This design comes from an exercise in tuning for small area, a short achievable clock period and few clock cycles per item on the open sky130 flow, not from production work. Function was checked by simulation only, so behaviour that the tests miss may differ from the original. Power and IR drop assume default switching activity.

<file path="flow/config.mk">
export PLATFORM = sky130hd
export DESIGN_NAME = bucket_sort_core
export DESIGN_NICKNAME = bucket_sort_core
export VERILOG_FILES = /design/flow/design.v
export SDC_FILE = /design/flow/constraint.sdc
export NUM_CORES = 4
export LEC_CHECK = 0
export CAP_MARGIN = 20
export CORE_MARGIN = 2
export CORE_UTILIZATION = 40
export PLACE_DENSITY = 0.5
export SETUP_SLACK_MARGIN = 3.4
export SLEW_MARGIN = 20
export SYNTH_HIERARCHICAL = 1
</file>
<file path="flow/constraint.sdc">
create_clock -name core_clock -period 6.5 [get_ports {aclk}]
set_input_delay 1.3000 -clock core_clock [delete_from_list [all_inputs] [get_ports {aclk}]]
set_output_delay 1.3000 -clock core_clock [all_outputs]
set_load 0.01 [all_outputs]
</file>
<file path="flow/design.v">
`default_nettype none
package bsort_pkg;
    localparam int MAX_ITEMS_DEF   = 64;
    localparam int MAX_BUCKETS_DEF = 16;
    localparam int VAL_W           = 17;
    localparam int BCNT_W          = 5;
    localparam int BKT_W           = 4;
    localparam int PADDR_W         = 3;
    localparam logic [BCNT_W-1:0] BCNT_RST  = 5'd16;
    localparam logic [VAL_W-1:0]  BWIDTH_RST = 17'd6250;
    localparam logic REG_BCNT   = 1'b0;
    localparam logic REG_BWIDTH = 1'b1;
endpackage
`default_nettype wire
`default_nettype none
module bsort_ao4 (
    input  wire  a,
    input  wire  b,
    input  wire  c,
    input  wire  d,
    input  wire  sa,
    input  wire  sb,
    input  wire  sc,
    input  wire  sd,
    output logic y
);
    logic t, n;
    bsort_aoi3 u_abc (.a(a), .b(b), .c(c), .sa(sa), .sb(sb), .sc(sc), .y(t));
    bsort_nd2  u_d   (.a(sd), .b(d), .y(n));
    bsort_nd2  u_y   (.a(t), .b(n), .y(y));
endmodule
module bsort_aoi3 (
    input  wire  a,
    input  wire  b,
    input  wire  c,
    input  wire  sa,
    input  wire  sb,
    input  wire  sc,
    output logic y
);
    assign y = ~((sa & a) | (sb & b) | (sc & c));
endmodule
module bsort_nd2 (
    input  wire  a,
    input  wire  b,
    output logic y
);
    assign y = ~(a & b);
endmodule
module bsort_gt #(
    parameter int W = 17
) (
    input  wire [W-1:0] a,
    input  wire [W-1:0] nb,
    output logic        gt
);
    always_comb begin
        logic c;
        c = 1'b0;
        for (int j = 0; j < W; j++) begin
            c = (a[j] & nb[j]) | (a[j] & c) | (nb[j] & c);
        end
        gt = c;
    end
endmodule
module bsort_qdig_a #(
    parameter int VW = 17
) (
    input  wire [VW-1:0]  v,
    input  wire [VW-1:0]  w,
    input  wire [VW+1:0]  w3,       
    output logic [1:0]    q,
    output logic [VW-1:0] rem
);
    logic [VW+3:0] d1, d2, d3;
    logic [VW:0]   t1, t2, t3;
    function automatic logic [VW:0] sub_f(input logic [VW-1:0] a, input logic [VW-1:0] b);
        logic [VW-1:0] g, p, gg, pp, c;
        g  = a & ~b;
        p  = a ^ ~b;
        gg = g;
        pp = p;
        for (int l = 1; l < VW; l = l * 2) begin
            for (int i = VW - 1; i >= 0; i--) begin
                if ((i / l) % 2 == 1) begin
                    gg[i] = gg[i] | (pp[i] & gg[(i / l) * l - 1]);
                    pp[i] = pp[i] & pp[(i / l) * l - 1];
                end
            end
        end
        c[0] = 1'b1;
        for (int i = 1; i < VW; i++) c[i] = gg[i-1] | pp[i-1];
        sub_f = {!(gg[VW-1] | pp[VW-1]), p ^ c};
    endfunction
    logic          g1, g2, g3;
    always_comb begin
        d1 = (VW+4)'(w) << 2;
        d2 = (VW+4)'(w) << 3;
        d3 = (VW+4)'(w3) << 2;
        t1 = sub_f(v, d1[VW-1:0]);
        t2 = sub_f(v, d2[VW-1:0]);
        t3 = sub_f(v, d3[VW-1:0]);
        g1 = (d1[VW+3:VW] == '0) && !t1[VW];
        g2 = (d2[VW+3:VW] == '0) && !t2[VW];
        g3 = (d3[VW+3:VW] == '0) && !t3[VW];
        if (g3) begin
            q = 2'd3;
            rem = t3[VW-1:0];
        end else if (g2) begin
            q = 2'd2;
            rem = t2[VW-1:0];
        end else if (g1) begin
            q = 2'd1;
            rem = t1[VW-1:0];
        end else begin
            q = 2'd0;
            rem = v;
        end
    end
endmodule
module bsort_qdig_b #(
    parameter int VW = 17
) (
    input  wire [VW-1:0] r,
    input  wire [VW-1:0] w,
    input  wire [VW+1:0] w3,        
    output logic [1:0]   q
);
    logic [VW+1:0] nr;
    logic          x1, x2, x3;
    assign nr = ~{2'b00, r};
    bsort_gt #(.W(VW + 2)) u_c1 (.a({2'b00, w}), .nb(nr), .gt(x1));
    bsort_gt #(.W(VW + 2)) u_c2 (.a({1'b0, w, 1'b0}), .nb(nr), .gt(x2));
    bsort_gt #(.W(VW + 2)) u_c3 (.a(w3), .nb(nr), .gt(x3));
    assign q = !x3 ? 2'd3 : (!x2 ? 2'd2 : (!x1 ? 2'd1 : 2'd0));
endmodule
`default_nettype wire
`default_nettype none
module bucket_sort_core #(
    parameter int MAX_ITEMS   = bsort_pkg::MAX_ITEMS_DEF,
    parameter int MAX_BUCKETS = bsort_pkg::MAX_BUCKETS_DEF
) (
    input  wire                             aclk,
    input  wire                             aresetn,
    input  wire                             psel,
    input  wire                             penable,
    input  wire                             pwrite,
    input  wire [bsort_pkg::PADDR_W-1:0]    paddr,
    input  wire [31:0]                      pwdata,
    output logic [31:0]                     prdata,
    output logic                            pready,
    input  wire                             s_valid,
    output logic                            s_ready,
    input  wire [bsort_pkg::VAL_W-1:0]      s_value,
    input  wire                             s_last,
    output logic                            m_valid,
    input  wire                             m_ready,
    output logic [bsort_pkg::VAL_W-1:0]     m_sorted_value,
    output logic                            m_final_res,
    output logic                            m_overflow,
    output logic [bsort_pkg::BKT_W-1:0]     m_bucket
);
    localparam int VW = bsort_pkg::VAL_W;
    localparam int BW = bsort_pkg::BKT_W;
    localparam int NI = MAX_ITEMS;
    localparam int CW = $clog2(MAX_ITEMS + 1);
    localparam int XW = VW + 4;
    logic [4:0]    bcnt_reg;
    logic [VW-1:0] weff_reg;
    logic          wz_reg;
    logic [VW+1:0] w3_reg;
    logic [VW-1:0] prd_reg;
    logic [BW-1:0] nb_m1, nbm1_reg;
    assign pready = 1'b1;
    assign prdata = {{(32 - VW){1'b0}}, prd_reg};
    always_comb begin
        if (bcnt_reg == 5'd0) nb_m1 = '0;
        else if (bcnt_reg > 5'(MAX_BUCKETS)) nb_m1 = BW'(MAX_BUCKETS - 1);
        else nb_m1 = BW'(bcnt_reg - 5'd1);
    end
    logic          a_v, a_last, a_drop;     
    logic [VW-1:0] a_k;
    logic          b_v, b_last, b_drop;     
    logic [VW-1:0] b_k;
    logic [CW-1:0] acc_cnt;         
    logic          ovf_open;        
    logic          ovf_act;         
    logic [VW-1:0] ev [NI];
    logic [NI-1:0] tag;             
    logic          open_par;        
    logic [NI-1:0] cmp;             
    logic [NI-1:0] occ, cls;        
    logic [NI:0]   lt;              
    logic [NI-1:0] s_keep, s_left, s_right, s_new;
    logic [NI-1:0] gt_a;            
    logic [NI-1:0] cmp_src;
    logic          cmp_new;
    logic          pop, push, proc, room, close, b_adv;
    logic          op_pp, op_pn, op_np, op_nn;   
    logic          b_ins;            
    logic          cred;             
    logic          head_fin;         
    logic          s_ready_q;
    logic [NI-1:0] occ_n, cls_n;
    logic [VW-1:0] nk_a;
    logic          s1_v, s1_fin, s1_ovf;
    logic [VW-1:0] s1_val, s1_rem;
    logic [1:0]    s1_q;
    logic          s2_v, s2_fin, s2_ovf;
    logic [VW-1:0] s2_val;
    logic [BW-1:0] s2_bkt;
    logic [1:0]    qb_c;
    logic          o_v, k_v;        
    logic [VW-1:0] k_val;
    logic [BW-1:0] k_bkt;
    logic          k_fin, k_ovf;
    logic [1:0]    qa, qb;
    logic [VW-1:0] rem_a;
    logic [BW-1:0] bkt_b;
    assign m_valid = o_v;
    for (genvar i = 0; i < NI; i++) begin : g_cmp
        bsort_gt #(.W(VW)) u_gt (.a(ev[i]), .nb(nk_a), .gt(gt_a[i]));
    end
    logic          gt_ns;
    logic [VW-1:0] b_k_n, ns_value;
    assign b_k_n    = b_adv ? a_k : b_k;
    assign ns_value = ~s_value;
    bsort_gt #(.W(VW)) u_gt_ns (.a(b_k_n), .nb(ns_value), .gt(gt_ns));
    always_comb begin
        for (int i = 0; i < NI; i++) begin
            lt[i] = cls[i] || (occ[i] && cmp[i]);
        end
        lt[NI] = 1'b0;
        pop   = cls[0] && cred;
        room  = !occ[NI-1] || pop;
        proc  = b_v && (b_drop || room);
        op_pp = pop && push;
        op_pn = pop && !push;
        op_np = !pop && push;
        op_nn = !pop && !push;
        push  = b_ins && room;
        close = proc && b_last;
        b_adv = a_v && (!b_v || proc);
        for (int i = 0; i < NI; i++) begin
            logic o_l, o_r, c_r;
            o_l = (i == 0) ? 1'b1 : occ[(i > 0) ? i - 1 : 0];
            o_r = (i == NI - 1) ? 1'b0 : occ[(i < NI - 1) ? i + 1 : i];
            c_r = (i == NI - 1) ? 1'b0 : cls[(i < NI - 1) ? i + 1 : i];
            if (push && !pop) occ_n[i] = o_l;
            else if (pop && !push) occ_n[i] = o_r;
            else occ_n[i] = occ[i];
            if (close) cls_n[i] = occ_n[i];
            else if (pop) cls_n[i] = c_r;
            else cls_n[i] = cls[i];
        end
        head_fin = !cls[1] || (tag[0] != tag[1]);
        for (int i = 0; i < NI; i++) begin
            logic l_prev, l_next;
            l_prev = (i == 0) ? 1'b1 : lt[i-1];
            l_next = lt[i+1];
            s_right[i] = op_pn || (op_pp && l_next);
            s_new[i]   = (op_pp && lt[i] && !l_next) || (op_np && !lt[i] && l_prev);
            s_left[i]  = op_np && !l_prev;
            s_keep[i]  = op_nn || (op_pp && !lt[i]) || (op_np && lt[i]);
        end
        for (int i = 0; i < NI; i++) begin
            cmp_src[i] = b_adv ? !gt_a[i] : cmp[i];
        end
    end
    assign s_ready = s_ready_q;
    logic [VW-1:0] ev_n [NI];
    logic [NI-1:0] tag_n, cmp_n;
    for (genvar i = 0; i < NI; i++) begin : g_ent
        localparam int IL = (i > 0) ? i - 1 : 0;
        localparam int IR = (i < NI - 1) ? i + 1 : i;
        logic [VW+1:0] src_k, src_l, src_r, src_n, nx;
        assign src_k = {cmp_src[i], tag[i], ev[i]};
        assign src_l = (i > 0) ? {cmp_src[IL], tag[IL], ev[IL]} : '0;
        assign src_r = (i < NI - 1) ? {cmp_src[IR], tag[IR], ev[IR]} : '0;
        assign src_n = {cmp_new, open_par, b_k};
        for (genvar b = 0; b < VW + 2; b++) begin : g_bit
            bsort_ao4 u_mux (
                .a (src_k[b]), .b (src_l[b]), .c (src_r[b]), .d (src_n[b]),
                .sa(s_keep[i]), .sb(s_left[i]), .sc(s_right[i]), .sd(s_new[i]),
                .y (nx[b])
            );
        end
        assign ev_n[i]  = nx[VW-1:0];
        assign cmp_n[i] = nx[VW+1];
        assign tag_n[i] = nx[VW];
    end
    always_ff @(posedge aclk) begin
        for (int i = 0; i < NI; i++) begin
            ev[i] <= ev_n[i];
        end
        tag <= tag_n;
        cmp <= cmp_n;
    end
    always_ff @(posedge aclk) begin
        if (!aresetn) begin
            occ      <= '0;
            cls      <= '0;
            open_par <= 1'b0;
        end else begin
            occ <= occ_n;
            cls <= cls_n;
            if (close) open_par <= !open_par;
        end
    end
    bsort_qdig_a #(.VW(VW)) u_div_a (
        .v (ev[0]), .w (weff_reg), .w3 (w3_reg), .q (qa), .rem (rem_a)
    );
    bsort_qdig_b #(.VW(VW)) u_div_b (
        .r (s1_rem), .w (weff_reg), .w3 (w3_reg), .q (qb)
    );
    assign qb_c  = (qb > nbm1_reg[1:0]) ? nbm1_reg[1:0] : qb;
    assign bkt_b = (s1_q > nbm1_reg[3:2]) ? nbm1_reg :
                   {s1_q, (s1_q == nbm1_reg[3:2]) ? qb_c : qb};
    always_ff @(posedge aclk) begin
        prd_reg <= paddr[2] ? (wz_reg ? '0 : weff_reg) : VW'(bcnt_reg);
        w3_reg  <= (VW+2)'(weff_reg) + ((VW+2)'(weff_reg) << 1);
        nbm1_reg <= nb_m1;
        if (s_valid && s_ready) begin
            a_k     <= s_value;
            nk_a    <= ns_value;
            cmp_new <= !gt_ns;
            a_last <= s_last;
            a_drop <= (acc_cnt == CW'(NI));
        end
        if (b_adv) begin
            b_k    <= a_k;
            b_last <= a_last;
            b_drop <= a_drop;
        end
        if (!aresetn) begin
            bcnt_reg <= bsort_pkg::BCNT_RST;
            weff_reg <= bsort_pkg::BWIDTH_RST;
            wz_reg   <= 1'b0;
            a_v      <= 1'b0;
            b_v      <= 1'b0;
            acc_cnt  <= '0;
            ovf_open <= 1'b0;
            ovf_act  <= 1'b0;
        end else begin
            if (psel && penable && pwrite) begin
                if (paddr[2] == bsort_pkg::REG_BCNT) bcnt_reg <= pwdata[4:0];
                else begin
                    weff_reg <= (pwdata[VW-1:0] == '0) ? VW'(1) : pwdata[VW-1:0];
                    wz_reg   <= (pwdata[VW-1:0] == '0);
                end
            end
            if (s_valid && s_ready) begin
                a_v <= 1'b1;
                if (s_last) acc_cnt <= '0;
                else if (acc_cnt != CW'(NI)) acc_cnt <= acc_cnt + CW'(1);
            end else if (b_adv) begin
                a_v <= 1'b0;
            end
            if (b_adv) b_v <= 1'b1;
            else if (proc) b_v <= 1'b0;
            if (pop && head_fin) ovf_act <= 1'b0;
            if (close) begin
                ovf_open <= 1'b0;
                if (ovf_open || b_drop) ovf_act <= 1'b1;
            end else if (proc && b_drop) begin
                ovf_open <= 1'b1;
            end
        end
    end
    logic a_v_n, b_v_n, b_drop_n, s1_v_n, s2_v_n, o_v_n, k_v_n, cred_n;
    always_ff @(posedge aclk) begin
        if (!aresetn) b_ins <= 1'b0;
        else b_ins <= b_v_n && !b_drop_n;
    end
    always_comb begin
        a_v_n    = (s_valid && s_ready) ? 1'b1 : (b_adv ? 1'b0 : a_v);
        b_v_n    = b_adv ? 1'b1 : (proc ? 1'b0 : b_v);
        b_drop_n = b_adv ? a_drop : b_drop;
    end
    always_ff @(posedge aclk) begin
        if (!aresetn) begin
            s_ready_q <= 1'b1;
        end else begin
            s_ready_q <= !a_v_n || !b_v_n || b_drop_n || !occ_n[NI-1] ||
                         (cls_n[0] && cred_n);
        end
    end
    logic leave, qroom, s2_adv, s1_adv;
    assign leave  = !o_v || m_ready;
    assign qroom  = !(o_v && k_v) || m_ready;
    assign s2_adv = s2_v && qroom;
    assign s1_adv = s1_v && (!s2_v || s2_adv);
    always_comb begin
        s1_v_n = pop || (s1_v && !s1_adv);
        s2_v_n = s1_adv || (s2_v && !s2_adv);
        o_v_n  = leave ? (k_v || s2_adv) : o_v;
        k_v_n  = leave ? (k_v && s2_adv) : (k_v || s2_adv);
        cred_n = !(s1_v_n && s2_v_n && o_v_n && k_v_n);
    end
    always_ff @(posedge aclk) begin
        if (pop) begin
            s1_val <= ev[0];
            s1_rem <= rem_a;
            s1_q   <= qa;
            s1_fin <= head_fin;
            s1_ovf <= ovf_act;
        end
        if (s1_adv) begin
            s2_val <= s1_val;
            s2_bkt <= bkt_b;
            s2_fin <= s1_fin;
            s2_ovf <= s1_ovf;
        end
        if (leave) begin
            if (k_v) begin
                m_sorted_value <= k_val;
                m_bucket       <= k_bkt;
                m_final_res    <= k_fin;
                m_overflow     <= k_ovf;
            end else begin
                m_sorted_value <= s2_val;
                m_bucket       <= s2_bkt;
                m_final_res    <= s2_fin;
                m_overflow     <= s2_ovf;
            end
        end
        if (s2_adv && (leave == k_v)) begin
            k_val <= s2_val;
            k_bkt <= s2_bkt;
            k_fin <= s2_fin;
            k_ovf <= s2_ovf;
        end
        if (!aresetn) begin
            s1_v <= 1'b0;
            s2_v <= 1'b0;
            o_v  <= 1'b0;
            k_v  <= 1'b0;
            cred <= 1'b1;
        end else begin
            s1_v <= s1_v_n;
            s2_v <= s2_v_n;
            o_v  <= o_v_n;
            k_v  <= k_v_n;
            cred <= cred_n;
        end
    end
endmodule
`default_nettype wire
</file>
<file path="flow/run.sh">
#!/bin/bash
# synth_recipe.tcl (not shown) runs the flow's synth.tcl, then flattens the netlist and writes it again
# the make line also repeats each setting of config.mk as NAME=value (left out here)
make -C /OpenROAD-flow-scripts/flow DESIGN_CONFIG=/design/flow/config.mk WORK_HOME=/design/flow/orfs CLKGATE_MAP_FILE= SYNTH_SCRIPT=/design/flow/synth_recipe.tcl finish
</file>
==> key figures <==
Synthesis
  • Post-Synth Simple-Gate Area: 0.194
  • Syn_area_per_cell: between 8 and 9 µm²
  • Count of cell types in the netlist: a little over 90
  • Xor and xnor fraction of the mapped netlist area: 0.00540
  • #FFs+latches synth: 1589
  • Post-synth ARST share: 0
  • Commonest cells post-synth: nand2_1 (3205), dfxtp_1 (1444), a222oi_1 (1281), o22ai_1 (472), nor2_1 (440)
  • Post-synth top flop: dfxtp_1
  • Mapped Area: slightly above 80000 µm²
  • Compound-Gate Fraction of Synth Area: 0.355
  • Yosys top cell by area: dfxtp_1
  • Most common cell in the netlist: nand2_1
  • Top area cells in the synthesized netlist: dfxtp_1 (36%), a222oi_1 (16%), nand2_1 (15%)
  • Post-synth EDFFs: between 100 and 150
  • Mux cell area share after synthesis: 0.00655
  • Seq/Total Area, Yosys: 0.410
  • Post-Synth Adder-Cell Area: 0.0124
  • Yosys warning total: 14
  • Cells after Synth: roughly 9800
  • Largest family of logic cells by synthesized area: compound AO/OA/AOI/OAI gates
  • Yosys top cell area share: 0.356

Floorplan
  • Initial core utilization: 0.402
  • Core region area: between 200000 and 250000 µm²
  • FP Rows: 165
  • Num ports: between 100 and 150
  • Die area: 206000 µm²
  • Die height: roughly 450 µm
  • Chip width: ~450 µm

Global route
  • Initial antenna violation count: 6
  • GRT Overall Usage: 0.322
  • Largest net degree at the start of global routing: approximately 130
  • First-pass GRT wire length: approximately 530000 µm
  • Vias in the first global route: 82400
  • Gr ovfl total: 0

Timing
  • Final Cycle Share: 0.478
  • Max transition margin: 0.244
  • Worst slew pin tran: between 1000 and 1500 ps
  • Final min period: between 3000 and 4000 ps
  • Final hold slack: slightly above 400 ps
  • Setup TNS: 0 ps
  • Final hold vios: 0
  • Finish-stage setup viols: 0
  • Pins over their slew limit: 0
  • Unrepaired setup endpoints after global routing: yes
  • Skew final: ~24 ps
  • FMAX: ~0.32 GHz

Setup path
  • Crit. Startpoint: cls[0]$_SDFF_PN0_
  • Critical path peak fanout: 50
  • Crit-path most repeated cell: nand2_1
  • Critical Path, Cell by Cell: nand2_8 -> inv_12 -> nor3b_4 -> buf_8 -> nand2_1 -> clkinvlp_2 -> a222oi_1 -> nand2_1
  • Worst EP arrival: 3810 ps
  • Reg2reg start: cls[0]$_SDFF_PN0_
  • CP startpoint kind: register
  • Critical Path RT: just over 7000 ps
  • CP max stage delay: 630 ps
  • WS Path Type: reg2reg
  • Worst Setup End Kind: register
  • Slowest CP cell: clkinvlp_2

Pwr
  • Tot Pwr: between 30 and 40 mW
  • Lkg Pwr: 37.5 nW
  • Power per cell area: about 420 nW/µm²
  • Peak supply drop: 0.301 mV

Routing
  • Uppermost layer routed: met4
  • Met1 wire length: roughly 150000 µm
  • Via count: between 90000 and 100k
  • Routed WL per cell: 26.6 µm
  • DRC viols: 0
  • WL final: 351000 µm
  • Vias per cell: 6.87
  • Wire length on met3: about 35000 µm
  • 1st-iter DRT viols: ~16000
  • Routed wl met2: between 150000 and 200000 µm
  • DR pass1 iterations: 13
  • Final ANT Viol Nets: 0

CTS
  • Clk sinks: ~1600
  • CTS tree: built
  • CTS Buffer Depth: 3
  • Worst-Skew Late Latency: around 850 ps
  • Max H-tree Level: 4
  • Clock Tree Root: clkbuf_16
  • Clock transition at the registers of the reported paths: 60 ps
  • Number of buffers created by CTS: 188

Min path
  • Hold wc startpoint: s1_val[6]$_DFFE_PP_
  • Worst min-delay path class: reg2reg

Placement
  • GPL Wtd Cong: about 0.87
  • Port Buffer Count: 84
  • DPL Wire Length: between 200000 and 250000 µm

Finish
  • Largest register FFs: around 1100
  • Fillers: 19700
  • Multi-input gate area: roughly 48000 µm²
  • Nets: 10500
  • FF/Latch Area: 33400 µm²
  • Layout cell share with drive strength beyond 1: 0.0842
  • Syn-to-layout area delta: 17.3%
  • Most flop-heavy register: ev

Flow run
  • Max-cap check violation count: 0

Outcome
  • Status: timing/DRC/antenna clean
[report_power, final]
group          internal, mW  total [mW]  switching (mW)  leakage (nW)
combinational          5.02        9.87            4.85          21.1
clock                  6.31        10.8            4.47          3.06
sequential             13.0        19.0            6.01          13.3
total                  24.4        39.7            15.3          37.5
[per-layer routing]
layer	vias to the layer above	track usage
met5	-	0
met4	0	0.0914
met3	645	0.0580
met2	4785	0.499
met1	44400	0.455
li1	40600	-
[path summary, 6_finish.rpt]
check	to	slack [ps]	cells after the start
max	ev[10][7]$_DFF_P_	3400	8
min	s2_val[6]$_DFFE_PP_	410	0
max reg2reg	ev[10][7]$_DFF_P_	3400	8
min reg2reg	s2_val[6]$_DFFE_PP_	410	0
[logic make-up after synthesis]
kind of cell,count (synthesis)
buf+inv,318
other cells,4
xor+xnor,50
mux,48
flops,1589
compound gates,3721
fa+ha+maj,81
simple gates,3992
[modules after synthesis, one instance, submodules excluded, a selection]
module	cells inside	flops+latches	copies in the design	area, µm²
bucket_sort_core	3270	1589	1	42100
bsort_aoi3	1	0	1216	10.0
bsort_nd2	1	0	2432	3.75
[placed cells by master (no fill, tap or decap), types with 199 or more instances in the layout]
| cell | count |
|---|---|
| nor2_1 | 397 |
| a22oi_1 | 338 |
| o21ai_0 | 368 |
| buf_4 | 239 |
| clkbuf_16 | 199 |
| nand2_1 | 3196 |
| dfxtp_1 | 1396 |
| a21oi_1 | 379 |
| a222oi_1 | 1281 |
| o22ai_1 | 454 |
[critical path, delay by kind of cell, from the launching register on]
family | cells | cell delay, ps
compound gates | 1 | 460
flops | 1 | 600
buf+inv | 3 | 1110
simple gates | 4 | 730
[stage by stage]
step           setup slack, ps  instances  cell area (µm²)  utilization
3_3_place_gp              2600      12700            87200        0.432
5_1_grt                   3230      13200            95200        0.471
2_1_floorplan              790       9901            81500            -
4_1_cts                   3250      13100            94400        0.467
3_5_place_dp              2550      12700            87300        0.432
6_report                  3400      13200            95200        0.472
[layout make-up]
cell class              count  share of cell area
diodes                      6            0.000158
clock buffers             286              0.0597
clock inverters            54             0.00540
inverters                 161             0.00848
multi-input cells        8000               0.501
flip-flops and latches   1589               0.351
well taps                2672              0.0351
repair buffers            381              0.0387
repair inverters           14            0.000815
[timing repair]
item,4_1_cts,5_1_grt
buffers inserted,16,42
hold buffers,0,0
gates resized for setup,179,87
cloned,9,14
setup endpoints to repair,1201,1224
hold endpoints to repair,0,0
pin swaps,17,22
Testbench counts, summed over its fixed seeds: cycles 5,829, items 5,277.

re-timing with driven ports:
The results above use ideal ports. As a check the final layout listed here was re-extracted and re-timed, cells and wires unchanged.
Step 1: set_driving_cell puts a clkbuf_16 on aclk and a buf_2 on each other input, an assumption about the parent block.
Step 2, shift: input delay + t, output delay - t, t = (earliest + latest rising clock arrival at the registers) / 2. This alone moves slack from input paths to output paths.
a / b / c = no drivers / after step 1 / after step 2; a / b = the first two.
shift t [ns]: 0.921
setup slack, ns: 3.395 / 3.389 / 2.777
worst setup path at the end: input to register
worst register clock-pin slew, ns: 0.07 / 0.07
pins driven straight from the clock port: 1
After both steps this run still meets setup and hold. The setup slack of this run moves by -0.006 ns with the drivers and by -0.618 ns with both steps.
